From an optimization exercise on the open Yosys and OpenROAD flow, aimed at small area, a short achievable clock period and few clock cycles per item; shortcuts taken in it are not production practice. Function was checked by simulation only, so behaviour that the tests miss may differ from the original.

==> flow/design.v, too long to show whole: its modules and the start of the top module <==
// module hsl2rgb_fa: 10 lines
// module hsl2rgb_ha: 9 lines
// module hsl2rgb_fa1: 9 lines
// module hsl2rgb_ks: 25 lines
// module hsl2rgb_mul_c: 85 lines
// module hsl2rgb_add_q: 110 lines
// module hsl2rgb_mul_r: 196 lines
// module hsl2rgb_div_q: 123 lines
// module hsl2rgb_div_r: 138 lines
// module hsl2rgb_low: 49 lines
// module hsl_to_rgb_converter_unit: 129 lines
// module hsl2rgb_frac: 29 lines
// module hsl2rgb_pipe: 19 lines
module hsl_to_rgb_converter_unit
(
  input  logic             clk_i,
  input  logic             rst_ni,
  input  logic             in_valid_i,
  output logic             in_ready_o,
  input  logic [hsl2rgb_pkg::HueW-1:0]  hue_degrees_i,
  input  logic [hsl2rgb_pkg::PctW-1:0]  saturation_pct_i,
  input  logic [hsl2rgb_pkg::PctW-1:0]  lightness_pct_i,
  output logic             out_valid_o,
  input  logic             out_ready_i,
  output logic [hsl2rgb_pkg::ChanW-1:0] red_o,
  output logic [hsl2rgb_pkg::ChanW-1:0] green_o,
  output logic [hsl2rgb_pkg::ChanW-1:0] blue_o
);
  // ...
==> flow/flow/run.sh <==
#!/bin/bash
# Layout flow: the standard flow, with one netlist step between synthesis and floorplan.
# flow/polfix.py removes inverters around the full and half adders of the synthesized
# netlist (full adders are self-dual, so some may work on complemented signals); the
# registers and every other cell stay as synthesis made them. Each tool's output goes to
# a log of its own: synth.log, polfix.log, layout.log.
set -euo pipefail
R=orfs/results/sky130hd/hsl_to_rgb_converter_unit/base
bash standard.sh synth > synth.log 2>&1
cp "$R/1_2_yosys.v" yosys_netlist.v
python3 flow/polfix.py yosys_netlist.v "$R/1_2_yosys.v" > polfix.log 2>&1
bash standard.sh > layout.log 2>&1
==> flow/flow/polfix.py <==
#!/usr/bin/env python3
"""Remove inverters around the full and half adders of a mapped sky130 netlist.

A full adder is self-dual: FA(~a, ~b, ~c) = (~sum, ~carry). Each full adder may therefore
be fed the complements of its inputs and deliver the complements of its outputs. A half
adder may likewise be rebuilt from an xor2/xnor2 and a nand2/nor2/and2/or2 so that it takes
complemented inputs or delivers either output complemented. This script collapses the
netlist's inverter chains into (signal, polarity) pairs, chooses these options to reduce
the area of the inverters and half adders (a greedy descent with seeded random restarts,
so the result is reproducible), and rewrites the netlist with one inverter per signal that
still needs its complement. Every net that leaves the adders keeps its logic function;
registers, ports and all other cells are untouched.

usage: polfix.py IN.v OUT.v
"""
import re
import sys
import collections

INV_AREA = 3.7536
RESTARTS = 800
# half adder implementations: (input parity, SUM parity, COUT parity, area, cells)
HA_OPTS = [
    (0, 0, 0, 12.512, 'ha_1', 'ha_1'),
    (0, 0, 1, 12.512, 'xor2_1', 'nand2_1'),
    (0, 1, 0, 15.014, 'xnor2_1', 'and2_1'),
    (0, 1, 1, 12.512, 'xnor2_1', 'nand2_1'),
    (1, 0, 0, 12.512, 'xor2_1', 'nor2_1'),
    (1, 0, 1, 15.014, 'xor2_1', 'or2_1'),
    (1, 1, 0, 12.512, 'xnor2_1', 'nor2_1'),
    (1, 1, 1, 15.014, 'xnor2_1', 'or2_1'),
]
OUTPINS = {'X', 'Y', 'Q', 'Q_N', 'SUM', 'COUT', 'HI', 'LO'}
CELL_RE = re.compile(r'^(\s*)(sky130_fd_sc_hd__\w+)\s+(\\\S+\s|\S+)\s*\((.*?)\);\n', re.M | re.S)
PIN_RE = re.compile(r'\.(\w+)\(\s*(\\\S+\s|[^()\s]*)\s*\)')


def norm(n):
    return n.strip()


def main(src, dst):
    txt = open(src).read()
    head_end = txt.index('endmodule')
    # ports: names declared input/output
    ports = set()
    for m in re.finditer(r'^\s*(input|output)\s+(\[[^\]]*\]\s*)?(\S+);', txt, re.M):
        ports.add(m.group(3))

    def protected(n):
        base = n.lstrip('\\').split('[')[0].strip()
        return base in ports or n in ports

    cells = []
    for m in CELL_RE.finditer(txt):
        pins = {}
        for pm in PIN_RE.finditer(m.group(4)):
            if pm.group(2).strip():
                pins[pm.group(1)] = norm(pm.group(2))
        cells.append({'typ': m.group(2), 'name': m.group(3), 'pins': pins,
                      'span': (m.start(), m.end()), 'indent': m.group(1)})
    assigns = re.findall(r'^\s*assign\s+(.*?)\s*=\s*(.*?);', txt, re.M)
    if assigns:
        raise SystemExit("netlist has assign statements; left unchanged")
    drv = {}
    for ci, c in enumerate(cells):
        for p, n in c['pins'].items():
            if p in OUTPINS:
                drv[n] = (ci, p)

    def is_inv(ci):
        c = cells[ci]
        return (c['typ'].split('__')[1].startswith('inv') and 'A' in c['pins'] and 'Y' in c['pins']
                and not protected(c['pins']['Y']))

    root = {}

    def find(n):
        if n in root:
            return root[n]
        d = drv.get(n)
        if d and is_inv(d[0]):
            r, par = find(cells[d[0]]['pins']['A'])
            root[n] = (r, par ^ 1)
        else:
            root[n] = (n, 0)
        return root[n]

    # loads per signal: (cell index or -1 for assigns, pin, parity of the connected net)
    loads = collections.defaultdict(list)
    for ci, c in enumerate(cells):
        if is_inv(ci):
            continue
        for p, n in c['pins'].items():
            if p in OUTPINS:
                continue
            r, par = find(n)
            loads[r].append((ci, p, par))

    def free(ci):
        return not any(protected(n) for p, n in cells[ci]['pins'].items() if p in OUTPINS)

    fas = [ci for ci, c in enumerate(cells) if re.search(r'__fa_1$', c['typ']) and free(ci)]
    has = [ci for ci, c in enumerate(cells) if re.search(r'__ha_1$', c['typ']) and free(ci)
           and 'A' in c['pins'] and 'B' in c['pins']]
    flip = {}      # full adder: works on complements
    hopt = {}      # half adder: index into HA_OPTS

    def produced(s):
        d = drv.get(s)
        if not d:
            return 0
        ci, pin = d
        if ci in hopt:
            o = HA_OPTS[hopt[ci]]
            return o[1] if pin == 'SUM' else o[2]
        return flip.get(ci, 0)

    def inpar(ci):
        if ci in hopt:
            return HA_OPTS[hopt[ci]][0]
        return flip.get(ci, 0)

    def cost(s):
        p = produced(s)
        for ci, pin, par in loads[s]:
            if (par ^ inpar(ci)) != p:
                return INV_AREA
        return 0.0

    def local(ci):
        a = sum(cost(x) for x in touch[ci])
        if ci in hopt:
            a += HA_OPTS[hopt[ci]][3]
        return a

    touch = collections.defaultdict(set)
    for s in list(loads.keys()):
        d = drv.get(s)
        if d:
            touch[d[0]].add(s)
        for ci, pin, par in loads[s]:
            if ci >= 0:
                touch[ci].add(s)
    before_inv = sum(1 for ci in range(len(cells)) if is_inv(ci))
    import random
    rng = random.Random(1)

    def total():
        return sum(cost(x) for x in loads) + sum(HA_OPTS[hopt[h]][3] for h in has)

    def greedy():
        for _ in range(30):
            changed = False
            for f in fas:
                b = local(f)
                flip[f] = flip.get(f, 0) ^ 1
                if local(f) < b - 1e-9:
                    changed = True
                else:
                    flip[f] ^= 1
            for h in has:
                best, bo = local(h), hopt[h]
                for o in range(len(HA_OPTS)):
                    hopt[h] = o
                    v = local(h)
                    if v < best - 1e-9:
                        best, bo = v, o
                        changed = True
                hopt[h] = bo
            if not changed:
                break

    for h in has:
        hopt[h] = 0
    greedy()
    best_t, best_state = total(), (dict(flip), dict(hopt))
    for trial in range(RESTARTS):
        # perturb: flip a random tenth of the adders, then descend again
        for f in fas:
            if rng.random() < 0.1:
                flip[f] = flip.get(f, 0) ^ 1
        for h in has:
            if rng.random() < 0.1:
                hopt[h] = rng.randrange(len(HA_OPTS))
        greedy()
        t = total()
        if t < best_t - 1e-9:
            best_t, best_state = t, (dict(flip), dict(hopt))
        else:
            flip.clear(); flip.update(best_state[0]); hopt.clear(); hopt.update(best_state[1])
    flip.clear(); flip.update(best_state[0]); hopt.clear(); hopt.update(best_state[1])
    for _ in range(0):
        changed = False
        for f in fas:
            b = local(f)
            flip[f] = flip.get(f, 0) ^ 1
            if local(f) < b - 1e-9:
                changed = True
            else:
                flip[f] ^= 1
        for h in has:
            best, bo = local(h), hopt[h]
            for o in range(len(HA_OPTS)):
                hopt[h] = o
                v = local(h)
                if v < best - 1e-9:
                    best, bo = v, o
                    changed = True
            hopt[h] = bo
        if not changed:
            break

    # nets per (signal, parity)
    newnet = {}
    newcells = []

    flipnet = {}

    def prod_net(s):
        # outputs of a flipped adder carry the complement: give them new names
        if produced(s) == 0:
            return s
        if s not in flipnet:
            flipnet[s] = f"pol_f{len(flipnet)}"
        return flipnet[s]

    def net_for(s, par):
        if par == produced(s):
            return prod_net(s)
        if s not in newnet:
            k = len(newnet)
            newnet[s] = f"pol_n{k}"
            src_net = prod_net(s)
            newcells.append(f"  sky130_fd_sc_hd__inv_1 pol_i{k} (\n    .A({fmt(src_net)}),\n    .Y(pol_n{k})\n  );\n")
        return newnet[s]

    def fmt(n):
        return n + ' ' if n.startswith('\\') else n

    out = []
    hasplit = []
    pos = 0
    for ci, c in enumerate(cells):
        a, b = c['span']
        out.append(txt[pos:a])
        pos = b
        if is_inv(ci):
            continue
        pins = dict(c['pins'])
        for p, n in c['pins'].items():
            if p in OUTPINS:
                if produced(n):
                    pins[p] = prod_net(n)
                continue
            s, par = find(n)
            req = par ^ inpar(ci)
            pins[p] = net_for(s, req)
        if hopt.get(ci, 0):
            m, ps, pc, _, scell, ccell = HA_OPTS[hopt[ci]]
            k = len(hasplit)
            hasplit.append(ci)
            for cell, opin, key in ((scell, 'X' if scell in ('xor2_1',) else 'Y', 'SUM'),
                                    (ccell, 'X' if ccell in ('and2_1', 'or2_1') else 'Y', 'COUT')):
                if key not in pins:
                    continue
                out.append(f"{c['indent']}sky130_fd_sc_hd__{cell} pol_h{k}{key[0].lower()} (\n"
                           f"    .A({fmt(pins['A'])}),\n    .B({fmt(pins['B'])}),\n    .{opin}({fmt(pins[key])})\n  );\n")
            continue
        body = ",\n".join(f"    .{p}({fmt(n)})" for p, n in pins.items())
        out.append(f"{c['indent']}{c['typ']} {c['name'].strip()}{' ' if c['name'].startswith(chr(92)) else ''}(\n{body}\n  );\n")
    rest = txt[pos:]
    i = rest.index('endmodule')
    decl = "".join(f"  wire pol_n{k};\n" for k in range(len(newnet)))
    decl += "".join(f"  wire pol_f{k};\n" for k in range(len(flipnet)))
    rest = rest[:i] + decl + "".join(newcells) + rest[i:]
    open(dst, 'w').write("".join(out) + rest)
    print(f"full adders {len(fas)}, flipped {sum(flip.values())}; half adders {len(has)}, "
          f"remapped {len(hasplit)}; inverters {before_inv} -> {len(newnet)}")


if __name__ == '__main__':
    main(sys.argv[1], sys.argv[2])
==> flow/standard.sh <==
#!/bin/bash
# synth_recipe.tcl (not shown) runs the flow's synth.tcl, then flattens the netlist and writes it again
# the make line also repeats each setting of config.mk as NAME=value (left out here)
make -C /OpenROAD-flow-scripts/flow DESIGN_CONFIG=/design/flow/config.mk WORK_HOME=/design/flow/orfs CLKGATE_MAP_FILE= SYNTH_SCRIPT=/design/flow/synth_recipe.tcl "${@:-finish}"
==> flow/config.mk <==
export PLATFORM = sky130hd
export DESIGN_NAME = hsl_to_rgb_converter_unit
export DESIGN_NICKNAME = hsl_to_rgb_converter_unit
export VERILOG_FILES = /design/flow/design.v
export SDC_FILE = /design/flow/constraint.sdc
export NUM_CORES = 4
export LEC_CHECK = 0
export ABC_CLOCK_PERIOD_IN_PS = 4500
export CAP_MARGIN = 20
export CORE_MARGIN = 2
export CORE_UTILIZATION = 40
export CTS_BUF_LIST = sky130_fd_sc_hd__clkbuf_4 sky130_fd_sc_hd__clkbuf_8
export SETUP_SLACK_MARGIN = 4.5
export SLEW_MARGIN = 20
==> flow/constraint.sdc <==
create_clock -name core_clock -period 9.5 [get_ports {clk_i}]
set_input_delay 1.9000 -clock core_clock [delete_from_list [all_inputs] [get_ports {clk_i}]]
set_output_delay 1.9000 -clock core_clock [all_outputs]
set_load 0.01 [all_outputs]
==> results.yml, run 1 <==
clock_network:
  clk_pin_slew_ps: 100
  cts_buffer_depth: 2
  clock_latency_ps: 490
  root_buffer: "clkbuf_8"
timing:
  period_needed_ps: 4800
  slew_headroom_pct: 34.0
  fmax_mhz: 209
route:
  drt_iter0_drc: 696
  drt-vias-per-instance: 5.05
  post-route-drc-count: 0
  vias: 10700
cells_and_area:
  multi_input_area_sq_um: 11600
  design.seq.count: 155
  fin_cells: 2123
  buffer_area_share_pct: 4.24
  register_area_sq_um: 4630
  fin_util_pct: 45.3
  num_antenna_cells: 0
worst_setup_path:
  crit_arrival_ps: 5040
  crit_chain: "buf_4, inv_1, o21ai_0, a22oi_1, nor2_1, a21oi_1, a31oi_2, fa_2, xor2_4, buf_12, xor2_4, buf_4, nand2_1, o21ai_1, a22o_1, ha_4, nand3b_1, or4_4, o211ai_4, o21ai_2, and4b_4, o21ba_1, xnor2_1"
  slowest_stage: "edfxtp_1"
  worst-path-buf-inv: 4
global_routing:
  use_met1_pct: 21.9
  top_usage_layer: "met2"
die:
  coreArea_sq_um: 41000
run_status:
  status: "timing/DRC/antenna clean"
hold_path:
  hold_path_class: "flop to flop"
placement:
  dpl_worst_slack_ps: 4130
Testbench counts, summed over its fixed seeds: cycles 12,032, items 12,000.
==> run 2: changes to the inputs <==
--- a/flow/config.mk
+++ b/flow/config.mk
@@ -11,4 +11,4 @@
 export CORE_UTILIZATION = 40
 export CTS_BUF_LIST = sky130_fd_sc_hd__clkbuf_4 sky130_fd_sc_hd__clkbuf_8
-export SETUP_SLACK_MARGIN = 4.5
+export SETUP_SLACK_MARGIN = 4.75
 export SLEW_MARGIN = 20
==> results.yml, run 2 <==
run_status:
  status: "timing/DRC/antenna clean"
clock_network:
  cts_tree: "done"
  h-tree-depth: 4
  cts_buffers: 17
  root_buffer: "clkbuf_8"
  cts.sinks: 155
  clock_latency_ps: 480
  cts_buffer_depth: 2
  holdBufCountCts: 0
  clk_pin_slew_ps: 100
route:
  drt_iter0_drc: 658
  post-route-drc-count: 0
  vias: 10900
  first_pass_iters: 6
  routedWlPerCell_um: 15.9
  drt-vias-per-instance: 5.05
  antenna_left: 0
  drt_wl_total_um: 34300
hold_path:
  hold_path_class: "flop to flop"
global_routing:
  grt_overflow_total: 0
  antenna_found_initial: 0
  grt_max_degree: 48
  grt_pass1_wl_um: 57000
  grt_pass1_vias: 11500
  grt_use_total_pct: 16.3
die:
  fp.dieH_um: 208
  start_util_pct: 40.7
  dieArea_sq_um: 43400
  std_cell_rows: 74
  die_x_um: 208
  io_pins: 53
  coreArea_sq_um: 41000
yosys:
  syn_avg_cell_area_sq_um: 11.1
  netlist_area_sq_um: 16700
  yosys_warnings: 21
  synth_fp_nets: 1879
  synthCells: 1503
worst_setup_path:
  r2r-end: "u_cut_d.g_reg.q[22]"
  worst_ep_required_time_ps: 9740
  regToRegSetupSlack_ps: 4830
  critPathKind: "flop to flop"
  crit_chain: "nor2_2, o21ai_1, a22oi_1, nor2_1, a31oi_1, o21ai_2, ha_2, fa_2, xor2_2, buf_6, xor2_4, nand2_2, o31ai_4, a22oi_1, ha_1, nand2_1, or4_4, o211ai_4, o21ai_2, and4b_4, o21ba_4, xnor2_1"
  crit_path_end_kind: "flop"
  timing.rr.start: "u_cut_c.g_reg.q[5]"
  crit_arrival_ps: 4910
  slowest_stage: "or4_4"
  crit_end: "u_cut_d.g_reg.q[22]"
  critPathMaxFanout: 8
  ff2ff_path_depth: 22
  slowest_delay_ps: 500
  start_kind: "flop"
  crit_start: "u_cut_c.g_reg.q[5]"
cells_and_area:
  fillers: 3720
  fin_area_sq_um: 19000
  largest_register_ffs: 47
  final_net_count: 1986
  synthToLayoutAreaGrowth_pct: 13.8
  final_cell_mix: "fa_1 (233), edfxtp_1 (151), inv_1 (128)"
  top_register: "u_cut_c.g_reg.q"
  num_antenna_cells: 0
  drive_gt1_share_pct: 11.3
  top_regs: "u_cut_c.g_reg.q: 47 flops, u_cut_b.g_reg.q: 43 flops, u_cut_d.g_reg.q: 33 flops"
  final_common_cell: "fa_1"
timing:
  rsz0062_at_grt: "true"
  finalCritPeriodShare_pct: 49.2
  worst_slew_pin_slew_ps: 994
  tns_ps: 0
  skew_ps: 14.0
  drv_slew: 0
  finalHoldViolCount: 0
  period_needed_ps: 4670
  slew_headroom_pct: 33.7
  setup_viol: 0
  fmax_mhz: 214
run:
  maxCapViolations: 0
placement:
  hpwl_um: 27900
  place_area_sq_um: 17800
  port_buffers: 52
  gp_congestion: 0.877
[run 2: worst min path at each step]
stage | from | to | slack (ps) | cells past startpoint
detailed placement | u_cut_b.g_reg.q[2] | u_cut_c.g_reg.q[2] | 450 | 0
floorplan | u_cut_a.g_reg.q[1] | u_cut_b.g_reg.q[1] | 400 | 0
global route | u_cut_b.g_reg.q[2] | u_cut_c.g_reg.q[2] | 480 | 0
CTS | u_cut_b.g_reg.q[2] | u_cut_c.g_reg.q[2] | 470 | 0
finish | u_cut_b.g_reg.q[2] | u_cut_c.g_reg.q[2] | 460 | 0
global placement | u_cut_b.g_reg.q[1] | u_cut_c.g_reg.q[1] | 460 | 0
[run 2: layer usage]
metal	vias up	global-route usage, %	routed length [um]
li1	5320	-	-
met1	5338	21.9	16000
met2	202	27.8	16900
met3	23	2.32	902
met4	0	4.09	484
met5	-	0	0
[run 2: stage by stage]
stage               utilization, %  hold WS (ps)  setup WS (ps)  cells
global route                  46.3           482           4560   2155
global placement              43.3           461           4330   2059
CTS                           44.8           465           4760   2115
floorplan                        -           400           4790   1503
detailed placement            43.3           455           4170   2059
finish                        46.3           460           4830   2155
[run 2: cell type report]
type	count	area [sq um]	area share, %
multi-input combinational	1175	11700	61.8
sequential	155	4630	24.4
timing repair buffer	119	1040	5.48
tap	532	666	3.51
inverter	142	551	2.90
clock buffer	17	234	1.23
clock inverter	15	138	0.725
[run 2: timing repair]
action | in CTS | in global routing
gates resized for setup | 17 | 75
setup buffers | 24 | 40
setup endpoints to repair | 15 | 22
pin swaps | 5 | 54
[run 2: worst max-delay path: cells and delay by family, from the launching register on]
family / cells / cell delay, ps
buf+inv: 1 / 130
flops: 1 / 490
fa+ha+maj: 3 / 870
xor+xnor: 3 / 560
compound gates: 9 / 1200
simple gates: 6 / 1160
==> module hsl2rgb_low, before the edit <==
module hsl2rgb_low (
  input  logic [6:0] l_i,
  input  logic [3:0] tens_i,
  input  logic [9:0] thr_i,
  input  logic [17:0] yq_i,
  output logic [7:0] sum_o
);
  logic p21, p22, p23, p24, p25, p26, p27, p28, p29, p30, p31, p32;
  logic p33, p34, p35, p36, p37, p38, s1, y1, s2, y2, s3, y3;
  logic s4, y4, s5, y5, s6, y6, s7, y7, s8, y8, s9, y9;
  logic s10, y10, s11, y11, s12, y12, s13, y13, i13;
  assign p21 = ~yq_i[0];
  assign p22 = ~yq_i[1];
  assign p23 = ~yq_i[2];
  assign p24 = ~yq_i[3];
  assign p25 = ~yq_i[4];
  assign p26 = ~yq_i[5];
  assign p27 = ~yq_i[6];
  assign p28 = ~yq_i[7];
  assign p29 = ~yq_i[8];
  assign p30 = ~yq_i[9];
  assign p31 = ~yq_i[10];
  assign p32 = ~yq_i[11];
  assign p33 = ~yq_i[12];
  assign p34 = ~yq_i[13];
  assign p35 = ~yq_i[14];
  assign p36 = ~yq_i[15];
  assign p37 = ~yq_i[16];
  assign p38 = ~yq_i[17];
  hsl2rgb_ha u_s1 (.a_i(l_i[2]), .b_i(l_i[0]), .s_o(s1), .y_o(y1));
  hsl2rgb_fa u_s2 (.a_i(l_i[3]), .b_i(l_i[1]), .c_i(tens_i[3]), .s_o(s2), .y_o(y2));
  hsl2rgb_ha u_s3 (.a_i(l_i[4]), .b_i(l_i[2]), .s_o(s3), .y_o(y3));
  hsl2rgb_ha u_s4 (.a_i(l_i[5]), .b_i(l_i[3]), .s_o(s4), .y_o(y4));
  hsl2rgb_ha u_s5 (.a_i(l_i[6]), .b_i(l_i[4]), .s_o(s5), .y_o(y5));
  hsl2rgb_ha u_s6 (.a_i(l_i[0]), .b_i(tens_i[0]), .s_o(s6), .y_o(y6));
  hsl2rgb_fa u_s7 (.a_i(l_i[1]), .b_i(tens_i[1]), .c_i(p32), .s_o(s7), .y_o(y7));
  hsl2rgb_fa u_s8 (.a_i(s1), .b_i(tens_i[2]), .c_i(p33), .s_o(s8), .y_o(y8));
  hsl2rgb_fa u_s9 (.a_i(y1), .b_i(s2), .c_i(p34), .s_o(s9), .y_o(y9));
  hsl2rgb_fa u_s10 (.a_i(y2), .b_i(s3), .c_i(p35), .s_o(s10), .y_o(y10));
  hsl2rgb_fa u_s11 (.a_i(y3), .b_i(s4), .c_i(p36), .s_o(s11), .y_o(y11));
  hsl2rgb_fa u_s12 (.a_i(y4), .b_i(s5), .c_i(p37), .s_o(s12), .y_o(y12));
  hsl2rgb_fa u_s13 (.a_i(y5), .b_i(l_i[5]), .c_i(p38), .s_o(s13), .y_o(y13));
  assign i13 = ~l_i[6];
  logic [18:0] r0, r1, sum;
  assign r0 = {y13, y12, y11, y10, y9, y8, y7, y6, s6, thr_i[9], thr_i[8], thr_i[7], thr_i[6], thr_i[5], thr_i[4], thr_i[3], thr_i[2], thr_i[1], thr_i[0]};
  assign r1 = {i13, s13, s12, s11, s10, s9, s8, s7, p31, p30, p29, p28, p27, p26, p25, p24, p23, p22, p21};
  hsl2rgb_ks #(.W(19), .L(5)) u_add (.a_i(r0), .b_i(r1), .s_o(sum));
  assign sum_o = sum[17:10];
endmodule
==> module hsl_to_rgb_converter_unit, before the edit <==
module hsl_to_rgb_converter_unit
(
  input  logic             clk_i,
  input  logic             rst_ni,
  input  logic             in_valid_i,
  output logic             in_ready_o,
  input  logic [hsl2rgb_pkg::HueW-1:0]  hue_degrees_i,
  input  logic [hsl2rgb_pkg::PctW-1:0]  saturation_pct_i,
  input  logic [hsl2rgb_pkg::PctW-1:0]  lightness_pct_i,
  output logic             out_valid_o,
  input  logic             out_ready_i,
  output logic [hsl2rgb_pkg::ChanW-1:0] red_o,
  output logic [hsl2rgb_pkg::ChanW-1:0] green_o,
  output logic [hsl2rgb_pkg::ChanW-1:0] blue_o
);
  localparam bit CutA = 1'b1;
  localparam bit CutB = 1'b1;
  localparam bit CutC = 1'b1;
  localparam bit CutD = 1'b1;
  localparam bit [3:0] Cut = {CutD, CutC, CutB, CutA};
  logic [4:0] vin;    
  logic [3:0] ld;     
  assign vin[0] = in_valid_i;
  for (genvar i = 0; i < 4; i++) begin : g_valid
    if (Cut[i]) begin : g_reg
      logic v_q;
      always_ff @(posedge clk_i or negedge rst_ni) begin
        if (!rst_ni) begin
          v_q <= 1'b0;
        end else if (out_ready_i) begin
          v_q <= vin[i];
        end
      end
      assign vin[i+1] = v_q;
    end else begin : g_wire
      assign vin[i+1] = vin[i];
    end
    assign ld[i] = out_ready_i && vin[i];
  end
  assign in_ready_o  = out_ready_i;
  assign out_valid_o = vin[4];
  logic [2:0] sec;     
  logic [5:0] w;       
  logic [6:0] s, l, m;
  logic [6:0] g;
  logic [3:0] k, gm;
  assign g = hue_degrees_i[8:2];
  always_comb begin
    k = 4'd0;
    for (int i = 1; i <= 8; i++) begin
      if (g >= 7'(15 * i)) k = 4'(i);
    end
  end
  assign gm  = 4'(g - 7'(k * 4'd15));
  assign w   = {gm, hue_degrees_i[1:0]};
  assign sec = (k >= 4'd6) ? 3'(k - 4'd6) : 3'(k);
  assign s = (saturation_pct_i > hsl2rgb_pkg::PctMax) ? hsl2rgb_pkg::PctMax : saturation_pct_i;
  assign l = (lightness_pct_i  > hsl2rgb_pkg::PctMax) ? hsl2rgb_pkg::PctMax : lightness_pct_i;
  assign m = (l < hsl2rgb_pkg::PctHalf) ? l : hsl2rgb_pkg::PctMax - l;
  logic [5:0] ma;
  logic [6:0] sa, la;
  logic [5:0] wa;
  logic [2:0] seca;
  hsl2rgb_pipe #(.W(29), .EN(CutA)) u_cut_a (
    .clk_i, .en_i(ld[0]),
    .d_i({m[5:0], s, l, w, sec}),
    .q_o({ma, sa, la, wa, seca})
  );
  logic [12:0] c;
  logic [13:0] q;
  hsl2rgb_mul_c u_mul_c (.m_i(ma), .s_i(sa), .sum_o(c));
  hsl2rgb_add_q u_add_q (.m_i(ma), .s_i(sa), .l_i(la), .sum_o(q));
  logic [4:0] a;       
  logic       neg;     
  assign a   = 5'((wa >= 6'd30) ? wa - 6'd30 : 6'd30 - wa);
  assign neg = (wa < 6'd30) ^ seca[0];
  logic [12:0] cxb;     
  logic [13:0] qb;
  logic [6:0]  lb;
  logic [4:0]  ab;
  logic        negb;
  logic [2:0]  secb;
  hsl2rgb_pipe #(.W(43), .EN(CutB)) u_cut_b (
    .clk_i, .en_i(ld[1]),
    .d_i({c ^ {13{neg}}, q, la, a, neg, seca}),
    .q_o({cxb, qb, lb, ab, negb, secb})
  );
  logic [18:0] r;
  hsl2rgb_mul_r u_mul_r (.cx_i(cxb), .a_i(ab), .neg_i(negb), .l_i(lb), .sum_o(r));
  logic [17:0] yq;
  hsl2rgb_div_q u_div_q (.q_i(qb), .sum_o(yq));
  logic [18:0] rc;
  logic [17:0] yqc;
  logic [6:0]  lc;
  logic [2:0]  secc;
  hsl2rgb_pipe #(.W(47), .EN(CutC)) u_cut_c (
    .clk_i, .en_i(ld[2]),
    .d_i({r, yq, lb, secb}),
    .q_o({rc, yqc, lc, secc})
  );
  logic [7:0]  lq, lp, lr;
  logic [3:0]  tens;
  logic [9:0]  thr;
  assign lq = yqc[17:10];
  hsl2rgb_div_r u_div_r (.r_i(rc), .sum_o(lr));
  hsl2rgb_frac u_frac (.l_i(lc), .tens_o(tens), .thr_o(thr));
  hsl2rgb_low  u_low  (.l_i(lc), .tens_i(tens), .thr_i(thr), .yq_i(yqc), .sum_o(lp));
  logic [2:0] selr, selg, selb;    
  always_comb begin
    case (secc)
      3'd0:    begin selr = 3'b001; selg = 3'b100; selb = 3'b010; end
      3'd1:    begin selr = 3'b100; selg = 3'b001; selb = 3'b010; end
      3'd2:    begin selr = 3'b010; selg = 3'b001; selb = 3'b100; end
      3'd3:    begin selr = 3'b010; selg = 3'b100; selb = 3'b001; end
      3'd4:    begin selr = 3'b100; selg = 3'b010; selb = 3'b001; end
      default: begin selr = 3'b001; selg = 3'b010; selb = 3'b100; end
    endcase
  end
  logic [7:0] lqd, lpd, lrd;
  logic [2:0] selrd, selgd, selbd;
  hsl2rgb_pipe #(.W(33), .EN(CutD)) u_cut_d (
    .clk_i, .en_i(ld[3]),
    .d_i({lq, lp, lr, selr, selg, selb}),
    .q_o({lqd, lpd, lrd, selrd, selgd, selbd})
  );
  assign red_o   = ({8{selrd[0]}} & lqd) | ({8{selrd[1]}} & lpd) | ({8{selrd[2]}} & lrd);
  assign green_o = ({8{selgd[0]}} & lqd) | ({8{selgd[1]}} & lpd) | ({8{selgd[2]}} & lrd);
  assign blue_o  = ({8{selbd[0]}} & lqd) | ({8{selbd[1]}} & lpd) | ({8{selbd[2]}} & lrd);
endmodule
==> module hsl2rgb_frac, before the edit <==
module hsl2rgb_frac
(
  input  logic [6:0] l_i,
  output logic [3:0] tens_o,
  output logic [9:0] thr_o
);
  logic [3:0] ones;
  always_comb begin
    tens_o = 4'd0;
    for (int i = 1; i <= 10; i++) begin
      if (l_i >= 7'(10 * i)) tens_o = 4'(i);
    end
  end
  assign ones = 4'(l_i - 7'(tens_o * 4'd10));
  always_comb begin
    case (ones)
      4'd0:    thr_o = 10'd8;
      4'd1:    thr_o = 10'd103;
      4'd2:    thr_o = 10'd206;
      4'd3:    thr_o = 10'd308;
      4'd4:    thr_o = 10'd410;
      4'd5:    thr_o = 10'd513;
      4'd6:    thr_o = 10'd615;
      4'd7:    thr_o = 10'd718;
      4'd8:    thr_o = 10'd820;
      default: thr_o = 10'd922;
    endcase
  end
endmodule
==> run 3: changes to the inputs <==
--- a/flow/design.v
+++ b/flow/design.v
@@ -712,49 +712,56 @@
 endmodule
 module hsl2rgb_low (
-  input  logic [6:0] l_i,
   input  logic [3:0] tens_i,
+  input  logic [3:0] ones_i,
   input  logic [9:0] thr_i,
   input  logic [17:0] yq_i,
   output logic [7:0] sum_o
 );
-  logic p21, p22, p23, p24, p25, p26, p27, p28, p29, p30, p31, p32;
-  logic p33, p34, p35, p36, p37, p38, s1, y1, s2, y2, s3, y3;
+  logic p18, p19, p20, p21, p22, p23, p24, p25, p26, p27, p28, p29;
+  logic p30, p31, p32, p33, p34, p35, s1, y1, s2, y2, s3, y3;
   logic s4, y4, s5, y5, s6, y6, s7, y7, s8, y8, s9, y9;
-  logic s10, y10, s11, y11, s12, y12, s13, y13, i13;
-  assign p21 = ~yq_i[0];
-  assign p22 = ~yq_i[1];
-  assign p23 = ~yq_i[2];
-  assign p24 = ~yq_i[3];
-  assign p25 = ~yq_i[4];
-  assign p26 = ~yq_i[5];
-  assign p27 = ~yq_i[6];
-  assign p28 = ~yq_i[7];
-  assign p29 = ~yq_i[8];
-  assign p30 = ~yq_i[9];
-  assign p31 = ~yq_i[10];
-  assign p32 = ~yq_i[11];
-  assign p33 = ~yq_i[12];
-  assign p34 = ~yq_i[13];
-  assign p35 = ~yq_i[14];
-  assign p36 = ~yq_i[15];
-  assign p37 = ~yq_i[16];
-  assign p38 = ~yq_i[17];
-  hsl2rgb_ha u_s1 (.a_i(l_i[2]), .b_i(l_i[0]), .s_o(s1), .y_o(y1));
-  hsl2rgb_fa u_s2 (.a_i(l_i[3]), .b_i(l_i[1]), .c_i(tens_i[3]), .s_o(s2), .y_o(y2));
-  hsl2rgb_ha u_s3 (.a_i(l_i[4]), .b_i(l_i[2]), .s_o(s3), .y_o(y3));
-  hsl2rgb_ha u_s4 (.a_i(l_i[5]), .b_i(l_i[3]), .s_o(s4), .y_o(y4));
-  hsl2rgb_ha u_s5 (.a_i(l_i[6]), .b_i(l_i[4]), .s_o(s5), .y_o(y5));
-  hsl2rgb_ha u_s6 (.a_i(l_i[0]), .b_i(tens_i[0]), .s_o(s6), .y_o(y6));
-  hsl2rgb_fa u_s7 (.a_i(l_i[1]), .b_i(tens_i[1]), .c_i(p32), .s_o(s7), .y_o(y7));
-  hsl2rgb_fa u_s8 (.a_i(s1), .b_i(tens_i[2]), .c_i(p33), .s_o(s8), .y_o(y8));
-  hsl2rgb_fa u_s9 (.a_i(y1), .b_i(s2), .c_i(p34), .s_o(s9), .y_o(y9));
-  hsl2rgb_fa u_s10 (.a_i(y2), .b_i(s3), .c_i(p35), .s_o(s10), .y_o(y10));
-  hsl2rgb_fa u_s11 (.a_i(y3), .b_i(s4), .c_i(p36), .s_o(s11), .y_o(y11));
-  hsl2rgb_fa u_s12 (.a_i(y4), .b_i(s5), .c_i(p37), .s_o(s12), .y_o(y12));
-  hsl2rgb_fa u_s13 (.a_i(y5), .b_i(l_i[5]), .c_i(p38), .s_o(s13), .y_o(y13));
-  assign i13 = ~l_i[6];
+  logic s10, y10, s11, y11, s12, y12, s13, y13, s14, y14, s15, y15;
+  logic s16, y16, s17, y17, s18, y18, s19, y19, s20, y20;
+  assign p18 = ~yq_i[0];
+  assign p19 = ~yq_i[1];
+  assign p20 = ~yq_i[2];
+  assign p21 = ~yq_i[3];
+  assign p22 = ~yq_i[4];
+  assign p23 = ~yq_i[5];
+  assign p24 = ~yq_i[6];
+  assign p25 = ~yq_i[7];
+  assign p26 = ~yq_i[8];
+  assign p27 = ~yq_i[9];
+  assign p28 = ~yq_i[10];
+  assign p29 = ~yq_i[11];
+  assign p30 = ~yq_i[12];
+  assign p31 = ~yq_i[13];
+  assign p32 = ~yq_i[14];
+  assign p33 = ~yq_i[15];
+  assign p34 = ~yq_i[16];
+  assign p35 = ~yq_i[17];
+  hsl2rgb_ha u_s1 (.a_i(tens_i[2]), .b_i(tens_i[1]), .s_o(s1), .y_o(y1));
+  hsl2rgb_fa u_s2 (.a_i(tens_i[3]), .b_i(tens_i[2]), .c_i(ones_i[3]), .s_o(s2), .y_o(y2));
+  hsl2rgb_ha u_s3 (.a_i(tens_i[3]), .b_i(tens_i[0]), .s_o(s3), .y_o(y3));
+  hsl2rgb_ha u_s4 (.a_i(tens_i[1]), .b_i(tens_i[0]), .s_o(s4), .y_o(y4));
+  hsl2rgb_ha u_s5 (.a_i(tens_i[1]), .b_i(tens_i[0]), .s_o(s5), .y_o(y5));
+  hsl2rgb_fa u_s6 (.a_i(s1), .b_i(ones_i[2]), .c_i(ones_i[0]), .s_o(s6), .y_o(y6));
+  hsl2rgb_fa u_s7 (.a_i(y1), .b_i(s2), .c_i(ones_i[1]), .s_o(s7), .y_o(y7));
+  hsl2rgb_fa u_s8 (.a_i(y2), .b_i(s3), .c_i(ones_i[2]), .s_o(s8), .y_o(y8));
+  hsl2rgb_fa u_s9 (.a_i(y3), .b_i(s4), .c_i(ones_i[3]), .s_o(s9), .y_o(y9));
+  hsl2rgb_fa u_s10 (.a_i(y4), .b_i(tens_i[2]), .c_i(tens_i[1]), .s_o(s10), .y_o(y10));
+  hsl2rgb_ha u_s11 (.a_i(tens_i[3]), .b_i(tens_i[2]), .s_o(s11), .y_o(y11));
+  hsl2rgb_ha u_s12 (.a_i(tens_i[0]), .b_i(ones_i[0]), .s_o(s12), .y_o(y12));
+  hsl2rgb_fa u_s13 (.a_i(s5), .b_i(ones_i[1]), .c_i(p29), .s_o(s13), .y_o(y13));
+  hsl2rgb_fa u_s14 (.a_i(y5), .b_i(s6), .c_i(p30), .s_o(s14), .y_o(y14));
+  hsl2rgb_fa u_s15 (.a_i(y6), .b_i(s7), .c_i(p31), .s_o(s15), .y_o(y15));
+  hsl2rgb_fa u_s16 (.a_i(y7), .b_i(s8), .c_i(p32), .s_o(s16), .y_o(y16));
+  hsl2rgb_fa u_s17 (.a_i(y8), .b_i(s9), .c_i(p33), .s_o(s17), .y_o(y17));
+  hsl2rgb_fa u_s18 (.a_i(y9), .b_i(s10), .c_i(p34), .s_o(s18), .y_o(y18));
+  hsl2rgb_fa u_s19 (.a_i(y10), .b_i(s11), .c_i(p35), .s_o(s19), .y_o(y19));
+  hsl2rgb_fa1 u_s20 (.a_i(y11), .b_i(tens_i[3]), .s_o(s20), .y_o(y20));
   logic [18:0] r0, r1, sum;
-  assign r0 = {y13, y12, y11, y10, y9, y8, y7, y6, s6, thr_i[9], thr_i[8], thr_i[7], thr_i[6], thr_i[5], thr_i[4], thr_i[3], thr_i[2], thr_i[1], thr_i[0]};
-  assign r1 = {i13, s13, s12, s11, s10, s9, s8, s7, p31, p30, p29, p28, p27, p26, p25, p24, p23, p22, p21};
+  assign r0 = {y19, y18, y17, y16, y15, y14, y13, y12, s12, thr_i[9], thr_i[8], thr_i[7], thr_i[6], thr_i[5], thr_i[4], thr_i[3], thr_i[2], thr_i[1], thr_i[0]};
+  assign r1 = {s20, s19, s18, s17, s16, s15, s14, s13, p28, p27, p26, p25, p24, p23, p22, p21, p20, p19, p18};
   hsl2rgb_ks #(.W(19), .L(5)) u_add (.a_i(r0), .b_i(r1), .s_o(sum));
   assign sum_o = sum[17:10];
@@ -851,20 +858,21 @@
   logic [17:0] yq;
   hsl2rgb_div_q u_div_q (.q_i(qb), .sum_o(yq));
+  logic [3:0]  tens, ones;
+  hsl2rgb_dec u_dec (.l_i(lb), .tens_o(tens), .ones_o(ones));
   logic [18:0] rc;
   logic [17:0] yqc;
-  logic [6:0]  lc;
+  logic [3:0]  tensc, onesc;
   logic [2:0]  secc;
-  hsl2rgb_pipe #(.W(47), .EN(CutC)) u_cut_c (
+  hsl2rgb_pipe #(.W(48), .EN(CutC)) u_cut_c (
     .clk_i, .en_i(ld[2]),
-    .d_i({r, yq, lb, secb}),
-    .q_o({rc, yqc, lc, secc})
+    .d_i({r, yq, tens, ones, secb}),
+    .q_o({rc, yqc, tensc, onesc, secc})
   );
   logic [7:0]  lq, lp, lr;
-  logic [3:0]  tens;
   logic [9:0]  thr;
   assign lq = yqc[17:10];
   hsl2rgb_div_r u_div_r (.r_i(rc), .sum_o(lr));
-  hsl2rgb_frac u_frac (.l_i(lc), .tens_o(tens), .thr_o(thr));
-  hsl2rgb_low  u_low  (.l_i(lc), .tens_i(tens), .thr_i(thr), .yq_i(yqc), .sum_o(lp));
+  hsl2rgb_frac u_frac (.ones_i(onesc), .thr_o(thr));
+  hsl2rgb_low  u_low  (.tens_i(tensc), .ones_i(onesc), .thr_i(thr), .yq_i(yqc), .sum_o(lp));
   logic [2:0] selr, selg, selb;    
   always_comb begin
@@ -889,11 +897,10 @@
   assign blue_o  = ({8{selbd[0]}} & lqd) | ({8{selbd[1]}} & lpd) | ({8{selbd[2]}} & lrd);
 endmodule
-module hsl2rgb_frac
+module hsl2rgb_dec
 (
   input  logic [6:0] l_i,
   output logic [3:0] tens_o,
-  output logic [9:0] thr_o
+  output logic [3:0] ones_o
 );
-  logic [3:0] ones;
   always_comb begin
     tens_o = 4'd0;
@@ -902,19 +909,20 @@
     end
   end
-  assign ones = 4'(l_i - 7'(tens_o * 4'd10));
-  always_comb begin
-    case (ones)
-      4'd0:    thr_o = 10'd8;
-      4'd1:    thr_o = 10'd103;
-      4'd2:    thr_o = 10'd206;
-      4'd3:    thr_o = 10'd308;
-      4'd4:    thr_o = 10'd410;
-      4'd5:    thr_o = 10'd513;
-      4'd6:    thr_o = 10'd615;
-      4'd7:    thr_o = 10'd718;
-      4'd8:    thr_o = 10'd820;
-      default: thr_o = 10'd922;
-    endcase
-  end
+  assign ones_o = 4'(l_i - 7'(tens_o * 4'd10));
+endmodule
+module hsl2rgb_frac
+(
+  input  logic [3:0] ones_i,
+  output logic [9:0] thr_o
+);
+  assign thr_o = (ones_i == 4'd0) ? 10'd8   :
+                 (ones_i == 4'd1) ? 10'd103 :
+                 (ones_i == 4'd2) ? 10'd206 :
+                 (ones_i == 4'd3) ? 10'd308 :
+                 (ones_i == 4'd4) ? 10'd410 :
+                 (ones_i == 4'd5) ? 10'd513 :
+                 (ones_i == 4'd6) ? 10'd615 :
+                 (ones_i == 4'd7) ? 10'd718 :
+                 (ones_i == 4'd8) ? 10'd820 : 10'd922;
 endmodule
 module hsl2rgb_pipe #(
--- a/flow/config.mk
+++ b/flow/config.mk
@@ -11,4 +11,4 @@
 export CORE_UTILIZATION = 40
 export CTS_BUF_LIST = sky130_fd_sc_hd__clkbuf_4 sky130_fd_sc_hd__clkbuf_8
-export SETUP_SLACK_MARGIN = 4.75
+export SETUP_SLACK_MARGIN = 4.9
 export SLEW_MARGIN = 20
==> results.yml, run 3 <==
run_status:
  status: "timing/DRC/antenna clean"
timing:
  period_needed_ps: 4630
  worst_slew_pin_slew_ps: 980
  setup_viol: 0
  drv_slew: 0
  tns_ps: 0
  rsz0062_at_grt: "true"
  slew_headroom_pct: 34.6
  finalHoldViolCount: 0
  fmax_mhz: 216
  finalCritPeriodShare_pct: 48.7
  skew_ps: 18.6
global_routing:
  grt_pass1_vias: 11500
  grt_use_total_pct: 16.2
  grt_overflow_total: 0
  grt_max_degree: 49
  antenna_found_initial: 0
  grt_pass1_wl_um: 57200
die:
  coreArea_sq_um: 41900
  dieArea_sq_um: 44000
  std_cell_rows: 75
  die_x_um: 210
  io_pins: 53
  start_util_pct: 40.4
  fp.dieH_um: 210
yosys:
  yosys_warnings: 21
  syn_avg_cell_area_sq_um: 11.3
  synthCells: 1503
  netlist_area_sq_um: 16900
  synth_fp_nets: 1909
worst_setup_path:
  slowest_stage: "fa_1"
  worst_ep_required_time_ps: 9720
  critPathMaxFanout: 6
  start_kind: "flop"
  cpMostUsedCell: "fa_1"
  crit_path_end_kind: "flop"
  critPathKind: "flop to flop"
  slowest_delay_ps: 620
  crit_arrival_ps: 4850
  crit_chain: "and2_4, fa_1, fa_1, fa_1, fa_1, ha_4, a21o_1, a21o_1, a21o_1, or3_4, o221ai_4, o21ai_1, a21oi_1, xnor2_1"
cells_and_area:
  top_register: "u_cut_c.g_reg.q"
  final_cell_mix: "fa_1 (235), edfxtp_1 (152), inv_1 (142)"
  final_common_cell: "fa_1"
  final_net_count: 1993
  fin_area_sq_um: 19000
  fin_cells: 2139
  largest_register_ffs: 48
  register_area_sq_um: 4660
  drive_gt1_share_pct: 8.44
  synthToLayoutAreaGrowth_pct: 12.1
  top_regs: "u_cut_c.g_reg.q: 48 flops, u_cut_b.g_reg.q: 43 flops, u_cut_d.g_reg.q: 33 flops"
  fillers: 3895
  multi_input_area_sq_um: 11800
  fin_util_pct: 45.3
  num_antenna_cells: 0
clock_network:
  root_buffer: "clkbuf_8"
  cts_buffers: 17
  clock_latency_ps: 480
  cts.sinks: 156
  cts_buffer_depth: 2
  h-tree-depth: 4
  clk_pin_slew_ps: 90
  cts_tree: "done"
route:
  vias: 10900
  drt_wl_total_um: 33700
  drt-vias-per-instance: 5.12
  first_pass_iters: 10
  antenna_left: 0
  routedWlPerCell_um: 15.7
  drt_iter0_drc: 688
  post-route-drc-count: 0
placement:
  port_buffers: 52
  hpwl_um: 27800
  place_area_sq_um: 18000
  gp_congestion: 0.895
  dp.cells: 2063
run:
  maxCapViolations: 0
hold_path:
  hold_path_class: "flop to flop"
run 3: changes by cell type in the layout (fill, tap and decap cells not counted), moves of 12 or more:
cell and delta:
ha_1 +26, inv_1 +14, a21o_1 +21, xnor2_1 -16, buf_4 -15, a21oi_1 +12, nor2_1 -28
run 3: cell type report:
type / instances / area share [%]
Tap cell: 539 / 3.55
Multi-Input combinational cell: 1168 / 62.1
Inverter: 145 / 2.87
Timing Repair Buffer: 99 / 4.61
Clock buffer: 17 / 1.23
Clock inverter: 15 / 1.02
Sequential cell: 156 / 24.6
run 3: final timing paths:
| path | from | end | slack (ps) | depth (start not counted) |
|---|---|---|---|---|
| max | u_cut_b.g_reg.q[5] | u_cut_c.g_reg.q[47] | 4870 | 14 |
| min | u_cut_a.g_reg.q[2] | u_cut_b.g_reg.q[2] | 420 | 0 |
| max reg2reg | u_cut_b.g_reg.q[5] | u_cut_c.g_reg.q[47] | 4870 | 14 |
| min reg2reg | u_cut_a.g_reg.q[2] | u_cut_b.g_reg.q[2] | 420 | 0 |
| max in group asynchronous | rst_ni | g_valid[1].g_reg.v_q | 7700 | 1 |
| min in group asynchronous | rst_ni | g_valid[3].g_reg.v_q | 1630 | 1 |
run 3: per-stage QoR:
stage	setup WS, ps	hold WS, ps
4_1_cts	4870	423
3_5_place_dp	4470	411
2_1_floorplan	4920	400
6_report	4870	416
3_3_place_gp	4500	407
5_1_grt	4720	425
run 3: per-layer routing:
metal  part of all wire [%]  global-route usage, %
met1                     47                   22.0
met2                     49                   27.5
met3                    3.8                   2.65
met4                    1.0                   3.55
met5                      0                      0
run 3: timing repair:
item / 4_1_cts / 5_1_grt
hold buffers: 0 / 0
pin swaps: 1 / 22
setup endpoints to repair: 12 / 20
setup buffers: 16 / 28
gates resized for setup: 14 / 33
run 3: critical path, delay by kind of cell, from the launching register on:
| kind | cells | cell delay (ps) |
|---|---|---|
| fa+ha+maj | 5 | 2340 |
| compound gates | 6 | 860 |
| simple gates | 2 | 600 |
| flops | 1 | 490 |
| xor+xnor | 1 | 100 |
Testbench counts of run 3, summed over its fixed seeds: cycles 12,032, items 12,000.
==> run 4: changes to the inputs <==
--- a/flow/config.mk
+++ b/flow/config.mk
@@ -11,4 +11,4 @@
 export CORE_UTILIZATION = 40
 export CTS_BUF_LIST = sky130_fd_sc_hd__clkbuf_4 sky130_fd_sc_hd__clkbuf_8
-export SETUP_SLACK_MARGIN = 4.9
+export SETUP_SLACK_MARGIN = 4.75
 export SLEW_MARGIN = 20
==> results.yml, run 4 <==
hold_path:
  hold_path_depth: 0
  hp-start: "u_cut_a.g_reg.q[2]"
  hold_path_class: "flop to flop"
  min_to: "u_cut_b.g_reg.q[2]"
run_status:
  status: "timing/DRC/antenna clean"
route:
  vias: 11000
  post-route-drc-count: 0
  antenna_left: 0
  drt_wl_total_um: 33800
  drt_iter0_drc: 683
  first_pass_iters: 8
  routedWlPerCell_um: 15.9
  drt-vias-per-instance: 5.17
die:
  coreArea_sq_um: 41900
  io_pins: 53
  die_x_um: 210
  fp.dieH_um: 210
  std_cell_rows: 75
  dieArea_sq_um: 44000
  start_util_pct: 40.4
clock_network:
  cts_tree: "done"
  cts.sinks: 156
  clock_latency_ps: 480
  clk_pin_slew_ps: 80
  cts_buffer_depth: 2
  cts_buffers: 17
  h-tree-depth: 4
  root_buffer: "clkbuf_8"
cells_and_area:
  drive_gt1_share_pct: 6.69
  final_cell_mix: "fa_1 (238), edfxtp_1 (152), inv_1 (143)"
  top_regs: "u_cut_c.g_reg.q: 48 flops, u_cut_b.g_reg.q: 43 flops, u_cut_d.g_reg.q: 33 flops"
  fin_area_sq_um: 18700
  largest_register_ffs: 48
  top_register: "u_cut_c.g_reg.q"
  final_common_cell: "fa_1"
  fin_cells: 2123
  final_net_count: 1978
  num_antenna_cells: 0
  synthToLayoutAreaGrowth_pct: 10.6
worst_setup_path:
  r2r-end: "u_cut_c.g_reg.q[47]"
  start_kind: "flop"
  cpMostUsedCell: "fa_1"
  critPathKind: "flop to flop"
  critPathMaxFanout: 7
  ff2ff_path_depth: 14
  worst_ep_required_time_ps: 9720
  crit_path_end_kind: "flop"
  slowest_delay_ps: 560
  crit_chain: "buf_4, and2_1, fa_1, fa_1, fa_1, fa_1, ha_1, a21o_1, a21o_1, or3_4, o221ai_2, o21ai_1, a21oi_1, xnor2_1"
  timing.rr.start: "u_cut_b.g_reg.q[5]"
  crit_arrival_ps: 4850
  path_delay_family: "adder cells"
  worst-path-buf-inv: 1
  slowest_stage: "fa_1"
  regToRegSetupSlack_ps: 4870
  crit_start: "u_cut_b.g_reg.q[5]"
timing:
  finalHoldViolCount: 0
  tns_ps: 0
  fmax_mhz: 216
  setup_viol: 0
  slew_headroom_pct: 34.3
  skew_ps: 16.4
  period_needed_ps: 4630
  rsz0062_at_grt: "true"
  drv_slew: 0
  finalCritPeriodShare_pct: 48.7
  worst_slew_pin_slew_ps: 985
global_routing:
  antenna_found_initial: 0
  grtUsageMet2_pct: 27.3
  grt_overflow_total: 0
  use_met1_pct: 22.0
  top_usage_layer: "met2"
  grt_max_degree: 49
  grt_pass1_wl_um: 57400
  grt_pass1_vias: 11500
  grtUsageMet3_pct: 2.98
  grt_use_total_pct: 16.3
yosys:
  synthCells: 1503
  synth_fp_nets: 1909
  netlist_area_sq_um: 16900
  yosys_warnings: 21
  syn_avg_cell_area_sq_um: 11.3
placement:
  dp.cells: 2063
  place_area_sq_um: 18000
  port_buffers: 52
  gp_congestion: 0.887
  hpwl_um: 28100
run:
  maxCapViolations: 0
[run 4: cell type report]
class / count / area, sq um
flip-flops and latches: 156 / 4660
well taps: 539 / 674
repair buffers: 84 / 753
clock buffers: 20 / 256
clock inverters: 11 / 120
multi-input cells: 1168 / 11700
inverters: 145 / 544
fillers: 3919 / 23100
[run 4: worst max path at each step]
stage / endpoint / slack [ps] / cells past startpoint
after floorplan: u_cut_c.g_reg.q[47] / 4890 / 15
after global placement: in_ready_o / 4500 / 2
after detailed placement: in_ready_o / 4450 / 2
after CTS: in_ready_o / 4760 / 2
after global routing: u_cut_c.g_reg.q[47] / 4710 / 14
final: u_cut_c.g_reg.q[47] / 4870 / 14
[run 4: repair_timing]
action                                  4_1_cts  5_1_grt
hold buffers                                  0        0
pin swaps                                     0        6
setup buffers                                10       19
endpoints found under the hold margin         0        0
resized for setup                             6       22
cloned                                        0        0
endpoints found under the setup margin        5       16
[run 4: through the flow]
step | hold WS, ps | worst slack (ps) | util, %
2_1_floorplan | 400 | 4890 | -
3_3_place_gp | 406 | 4500 | 43.0
3_5_place_dp | 405 | 4450 | 43.0
4_1_cts | 420 | 4760 | 44.2
5_1_grt | 448 | 4710 | 44.7
6_report | 418 | 4870 | 44.7
[run 4: routing by layer]
layer	up-vias	share of wire [%]
li1	5291	-
met5	-	0
met1	5433	46
met4	0	1.6
met2	216	48
met3	31	4.0

re-timing with driven ports:
The results above use ideal ports. As a check the final layouts listed here were re-extracted and re-timed, cells and wires unchanged.
Step 1 sets driving cells, clkbuf_16 on the clock port and buf_2 on the other inputs (assumed; they add their load-dependent delay and slew).
Step 2 adds t to the input delays and takes it off the output delays; t is the mean of the earliest and latest rising clock arrival at the registers after step 1. Input paths then give back, and output paths get back, about the clock's delay inside the block.
Slacks: ideal / step 1 / step 2; pairs: ideal / step 1.
run | t, ns | setup WS [ns] | hold WS [ns]
run 1 | 0.528 | 4.704 / 4.701 / 4.701 | 0.466 / 0.466 / 0.466
run 2 | 0.518 | 4.828 / 4.828 / 4.828 | 0.460 / 0.460 / 0.460
run 3 | 0.516 | 4.870 / 4.870 / 4.804 | 0.416 / 0.416 / 0.416
run 4 | 0.518 | 4.870 / 4.870 / 4.780 | 0.418 / 0.418 / 0.418
After both steps setup and hold are still met in every run listed. For run 4, which loses most, drivers alone change the setup slack by 0.000 ns; drivers and shift together by -0.090 ns.
